What follows belongs to an exercise in optimizing a design on an open flow for small area, a short achievable clock period and few clock cycles; a production flow would make more cautious choices. Function was checked by simulation only, so behaviour that the tests miss may differ from the original. Power figures rest on the tool's default switching activity, not on a simulated workload.

== run 1 ==
Design mcs51_core, start of the top module:
module mcs51_core #(
  parameter int IRAM_SIZE = mcs51_pkg::IRAM_SIZE_DEFAULT
) (
  input  logic        clk,
  input  logic        reset_n,
  output logic [15:0] code_addr,
  input  logic [7:0]  code_rdata,
  output logic [7:0]  sfr_raddr,
  input  logic [7:0]  sfr_rdata,
  output logic [7:0]  sfr_waddr,
  output logic [7:0]  sfr_wdata,
  output logic        sfr_we
);
  localparam logic [1:0] F_OPC = 2'd0;
  localparam logic [1:0] F_B1  = 2'd1;
  localparam logic [1:0] F_B2  = 2'd2;
  logic [7:0] iram [128];
  logic [31:0] rn_one;   
  logic [7:0] acc;
  logic [7:1] psw;       
  logic [7:0] b_reg;
  logic [7:0] sp_reg;
  logic [15:0] pc;
  logic [1:0]  fst;
  logic [7:0]  f_opc;
  logic [7:0]  f_op1;
  logic        r_v;
  logic [3:0]  r_alu;
  logic [1:0]  r_src;
  logic [1:0]  r_dst;
  logic [7:0]  r_imm;
  logic        r_rn;     
  logic [7:0]  raddr;    
  logic        x_v;
  logic [7:0]  x_reg;    
  logic        x_int;    
  logic [7:0]  waddr;
  logic        x_wr_acc;
  logic        x_wr_iram;
  logic        x_wr_psw;
  logic        x_wr_b;
  logic        x_wr_sp;
  logic        x_wr_cy;
  logic        x_arith;
  logic        x_sub;
  logic        x_usecy;
  logic        x_and;
  logic        x_or;
  logic        x_xor;
  logic        x_inc;
  logic        x_dec;
  logic        x_cpl;
  logic        x_pass;
  logic        x_clrc;
  logic        x_setc;
  logic        wb_we;
  logic [6:0]  wb_addr;
  logic [7:0]  wb_data;
  assign code_addr = pc;
  function automatic logic [1:0] op_length(input logic [7:0] op);
    casez (op)
      8'h02, 8'h75:
        op_length = 2'd3;
      8'h74, 8'hE5, 8'hF5, 8'h24, 8'h34, 8'h94, 8'h54, 8'h44, 8'h64,
      8'h80, 8'h40, 8'h50, 8'h60, 8'h70, 8'b0111_1???, 8'b1101_1???:
        op_length = 2'd2;
      default:
        op_length = 2'd1;
    endcase
  endfunction
  function automatic logic [8:0] exec_ctl(input logic [7:0] op);
    casez (op)
      8'h04:        exec_ctl = {1'b1, EA_INC,  ES_ACC, ED_ACC};
      8'b0000_1???: exec_ctl = {1'b1, EA_INC,  ES_MEM, ED_MEM};
      8'h14:        exec_ctl = {1'b1, EA_DEC,  ES_ACC, ED_ACC};
      8'h24:        exec_ctl = {1'b1, EA_ADD,  ES_IMM, ED_ACC};
      8'b0010_1???: exec_ctl = {1'b1, EA_ADD,  ES_MEM, ED_ACC};
  ...
==> flow/config.mk <==
export PLATFORM = sky130hd
export DESIGN_NAME = mcs51_core
export DESIGN_NICKNAME = mcs51_core
export VERILOG_FILES = /design/flow/design.v
export SDC_FILE = /design/flow/constraint.sdc
export NUM_CORES = 4
export LEC_CHECK = 0
export CAP_MARGIN = 20
export CORE_MARGIN = 2
export CORE_UTILIZATION = 40
export SLEW_MARGIN = 20
==> flow/constraint.sdc <==
create_clock -name core_clock -period 10.0 [get_ports {clk}]
set_input_delay 2.0000 -clock core_clock [delete_from_list [all_inputs] [get_ports {clk}]]
set_output_delay 2.0000 -clock core_clock [all_outputs]
set_load 0.01 [all_outputs]
standard.sh (not shown) runs the stock make flow with config.mk's settings and CLKGATE_MAP_FILE= SYNTH_SCRIPT=/design/flow/synth_recipe.tcl, a recipe that flattens the netlist after the stock synthesis.
==> flow/flow/run.sh <==
#!/bin/bash
# The standard ORFS layout, with timing repair aimed past the clock period
# (repair_timing's setup margin) and without gate cloning, which can leave
# an overloaded driver after the last design repair.
set -euo pipefail
bash standard.sh SETUP_SLACK_MARGIN=6.5 SKIP_GATE_CLONING=1 finish > standard_flow.log 2>&1
Testbench counts of run 1, summed over its fixed seeds: cycles 39,651.
For run 2, these inputs were changed with respect to run 1:
==> flow/flow/run.sh <==
#!/bin/bash
# The standard ORFS layout, with timing repair aimed past the clock period
# (repair_timing's setup margin) so that the achieved period is shorter.
set -euo pipefail
bash standard.sh SETUP_SLACK_MARGIN=6.5 finish > standard_flow.log 2>&1
Notes after the runs:
Run 1 went all the way through the flow, and no timing, DRC or antenna check failed.
Although it ran to completion, run 2 produced a layout that fails the final checks because of capacitance limit, slew limit.
Arrival time reported for the critical path endpoint: run 2 vs run 1, no meaningful difference
Sequential share of cell area: run 2 vs run 1 — no meaningful difference
Run 2 vs run 1 on first-iteration DRC count: run 2 is the higher one.
Between run 2 and run 1, cell count is higher for run 1, run 2 comes in under that.
For maximum frequency, run 2 and run 1 come out practically identical.
The cell area after layout of run 2 and that of run 1 are within noise of each other.
Summary of run 2 over run 1: via count ~0 delta, total power saw little to no change, clock network power share ~0 delta.
> inputs changed (run 2 -> run 3)
==> flow/flow/run.sh <==
#!/bin/bash
# The standard ORFS layout with two changes: adders are left to ABC as plain
# gates (no full/half-adder cells, which ABC cannot restructure for speed), and
# timing repair aims past the clock period (repair_timing's setup margin).
set -euo pipefail
bash standard.sh SETUP_SLACK_MARGIN=6.5 ADDER_MAP_FILE= finish > standard_flow.log 2>&1
--- outcome ---
Run 3 closes out successfully: all stages finished, all timing, DRC and antenna checks passed. Run 2 -> run 3: wire length of the first global-routing pass increased by a few percent. Comparing run 2 and run 3, number of gates resized after cts is lower on run 3. A critical path class of flop to flop is what run 2 shows, while primary input to flop belongs to run 3. Setup slack: run 3 less than run 2. Taking run 2 as the reference, in run 3 total power of the final layout higher, fraction of the mapped netlist area in compound gates saw an increase, detailed route wirelength on metal3 lost 3.2%, post-route non-filler standard cell count level.

* * *

try-onyx:
mcs51_core, a different RTL version from the one above (not shown whole).
Size in the first run: about 3000 cells after synthesis, about 1300 flip-flops, ~59 I/O pins, roughly 52000 um^2 of cells after synthesis.
==> flow/config.mk <==
export PLATFORM = sky130hd
export DESIGN_NAME = mcs51_core
export DESIGN_NICKNAME = mcs51_core
export VERILOG_FILES = /design/flow/design.v
export SDC_FILE = /design/flow/constraint.sdc
export NUM_CORES = 4
export LEC_CHECK = 0
export CAP_MARGIN = 20
export CORE_MARGIN = 2
export CORE_UTILIZATION = 40
export SLEW_MARGIN = 20
export SYNTH_HIERARCHICAL = 1
export SYNTH_MINIMUM_KEEP_SIZE = 0
==> flow/constraint.sdc <==
create_clock -name core_clock -period 10.0 [get_ports {clk}]
set_input_delay 2.0000 -clock core_clock [delete_from_list [all_inputs] [get_ports {clk}]]
set_output_delay 2.0000 -clock core_clock [all_outputs]
set_load 0.01 [all_outputs]
==> flow/flow/run.sh <==
#!/bin/bash
# The standard ORFS layout with three changes: adders are left to ABC as plain
# gates (no full/half-adder cells, which ABC cannot restructure for speed),
# timing repair aims past the clock period (repair_timing's setup margin), and
# no gate cloning, which can leave an overloaded driver after the last design
# repair.
set -euo pipefail
bash standard.sh SETUP_SLACK_MARGIN=7.3 SKIP_GATE_CLONING=1 ADDER_MAP_FILE= finish > standard_flow.log 2>&1
Testbench counts of try-onyx, summed over its fixed seeds: cycles 39,651.
Modified inputs, try-fjord compared to try-onyx
--- a/flow/flow/run.sh
+++ b/flow/flow/run.sh
@@ -7,2 +7,2 @@
 set -euo pipefail
-bash standard.sh SETUP_SLACK_MARGIN=7.3 SKIP_GATE_CLONING=1 ADDER_MAP_FILE= finish > standard_flow.log 2>&1
+bash standard.sh SETUP_SLACK_MARGIN=6.65 SKIP_GATE_CLONING=1 ADDER_MAP_FILE= finish > standard_flow.log 2>&1
==> run notes <==
- Re critical path depth: try-fjord and try-onyx aren't equal, and the higher value belongs to try-fjord.
- Higher sequential share of layout area goes to try-fjord over try-onyx.
- For final worst setup slack, try-fjord and try-onyx come out practically identical.
- try-fjord ended up with reg -> reg as its type of the setup path with the least slack; try-onyx ended up with reg -> out.
- Changes observed in try-fjord relative to try-onyx: initial antenna violation count went down by 1, final cell count went down by 163, share of the clock period used by the worst path after layout was more or less identical, layout clock buffer count went down by about 3%.
#### Input delta (try-cedar over try-fjord)
--- a/flow/flow/run.sh
+++ b/flow/flow/run.sh
@@ -7,2 +7,2 @@
 set -euo pipefail
-bash standard.sh SETUP_SLACK_MARGIN=6.65 SKIP_GATE_CLONING=1 ADDER_MAP_FILE= finish > standard_flow.log 2>&1
+bash standard.sh SETUP_SLACK_MARGIN=6.8 SKIP_GATE_CLONING=1 ADDER_MAP_FILE= finish > standard_flow.log 2>&1
[summary]
Time the final worst path needs with I/O delays and setup was lower in the run labelled try-fjord. [try-cedar] final area rose about 1% relative to try-fjord. From try-fjord to try-cedar the numbers moved as follows: longest individual stage delay on the worst path dropped 0.13 ns, setup fix buffers added after clock tree synthesis increased by 33 relative to the old numbers. try-cedar completed every stage of the flow, and the final layout passed the timing, DRC and antenna checks. Changes observed in try-cedar relative to try-fjord: setup slack went down, global-route usage went up.
The following lists how try-ember was set up differently from try-cedar:
# try-cedar
export LEC_CHECK = 0
export CAP_MARGIN = 20
export CORE_MARGIN = 2
export CORE_UTILIZATION = 40
export SLEW_MARGIN = 20
export SYNTH_HIERARCHICAL = 1
export SYNTH_MINIMUM_KEEP_SIZE = 0
create_clock -name core_clock -period 10.0 [get_ports {clk}]
# try-ember
export LEC_CHECK = 0
export CAP_MARGIN = 20
export CORE_MARGIN = 2
export CORE_UTILIZATION = 45
export SLEW_MARGIN = 20
export SYNTH_HIERARCHICAL = 1
export SYNTH_MINIMUM_KEEP_SIZE = 0
create_clock -name core_clock -period 10.0 [get_ports {clk}]
Delta (try-ember minus try-cedar): internal power consumption now sits higher; design area now sits higher; maximum frequency from static timing analysis now sits at about the same level.
In try-ember, sequential share of layout area is lower than in try-cedar.
Fraction of final layout cells sized beyond drive strength 1 was lower in the run labelled try-cedar.
try-cedar → try-ember: layout clock buffer count moved up; number of cells traversed by the worst register-to-register path shrank by 7.
There was hardly any difference in internal reg-to-reg setup slack between try-ember and try-cedar.
reg -> reg as the category of the critical setup timing path was reported by try-ember, and reg -> out by try-cedar.

## port drivers added, routing unchanged
The flow's constraints put no driver on any port. The routed layouts listed below were extracted and timed again, unchanged, in two steps.
Step 1, drivers: a clkbuf_16 drives clk and a buf_2 each remaining input, both assumed.
Step 2 also shifts input and output timing later by t, the mid clock arrival at the registers, as if the neighbouring blocks saw the same clock.
Slacks: ideal / step 1 / step 2; pairs: ideal / step 1.
run | t (ns) | slack for setup (ns) | hold slack, ns | worst slew at a driven data input, ns
run 1 | 0.807 | 6.184 / 6.184 / 5.444 | 0.355 / 0.355 / 0.355 | 0.08
run 2 | 0.803 | 6.182 / 6.182 / 5.414 | 0.356 / 0.356 / 0.356 | 0.08
run 3 | 0.785 | 6.124 / 6.159 / 5.374 | 0.352 / 0.352 / 0.352 | 0.09
try-onyx | 0.816 | 6.663 / 6.583 / 6.006 | 0.362 / 0.362 / 0.362 | 0.05
try-fjord | 0.829 | 6.664 / 6.591 / 5.901 | 0.341 / 0.341 / 0.341 | 0.06
try-cedar | 0.833 | 6.653 / 6.571 / 5.937 | 0.344 / 0.344 / 0.344 | 0.06
try-ember | 0.806 | 6.659 / 6.611 / 6.027 | 0.367 / 0.367 / 0.367 | 0.06
For run 2, which loses most, drivers alone change the setup slack by 0.000 ns; drivers and shift together by -0.768 ns.
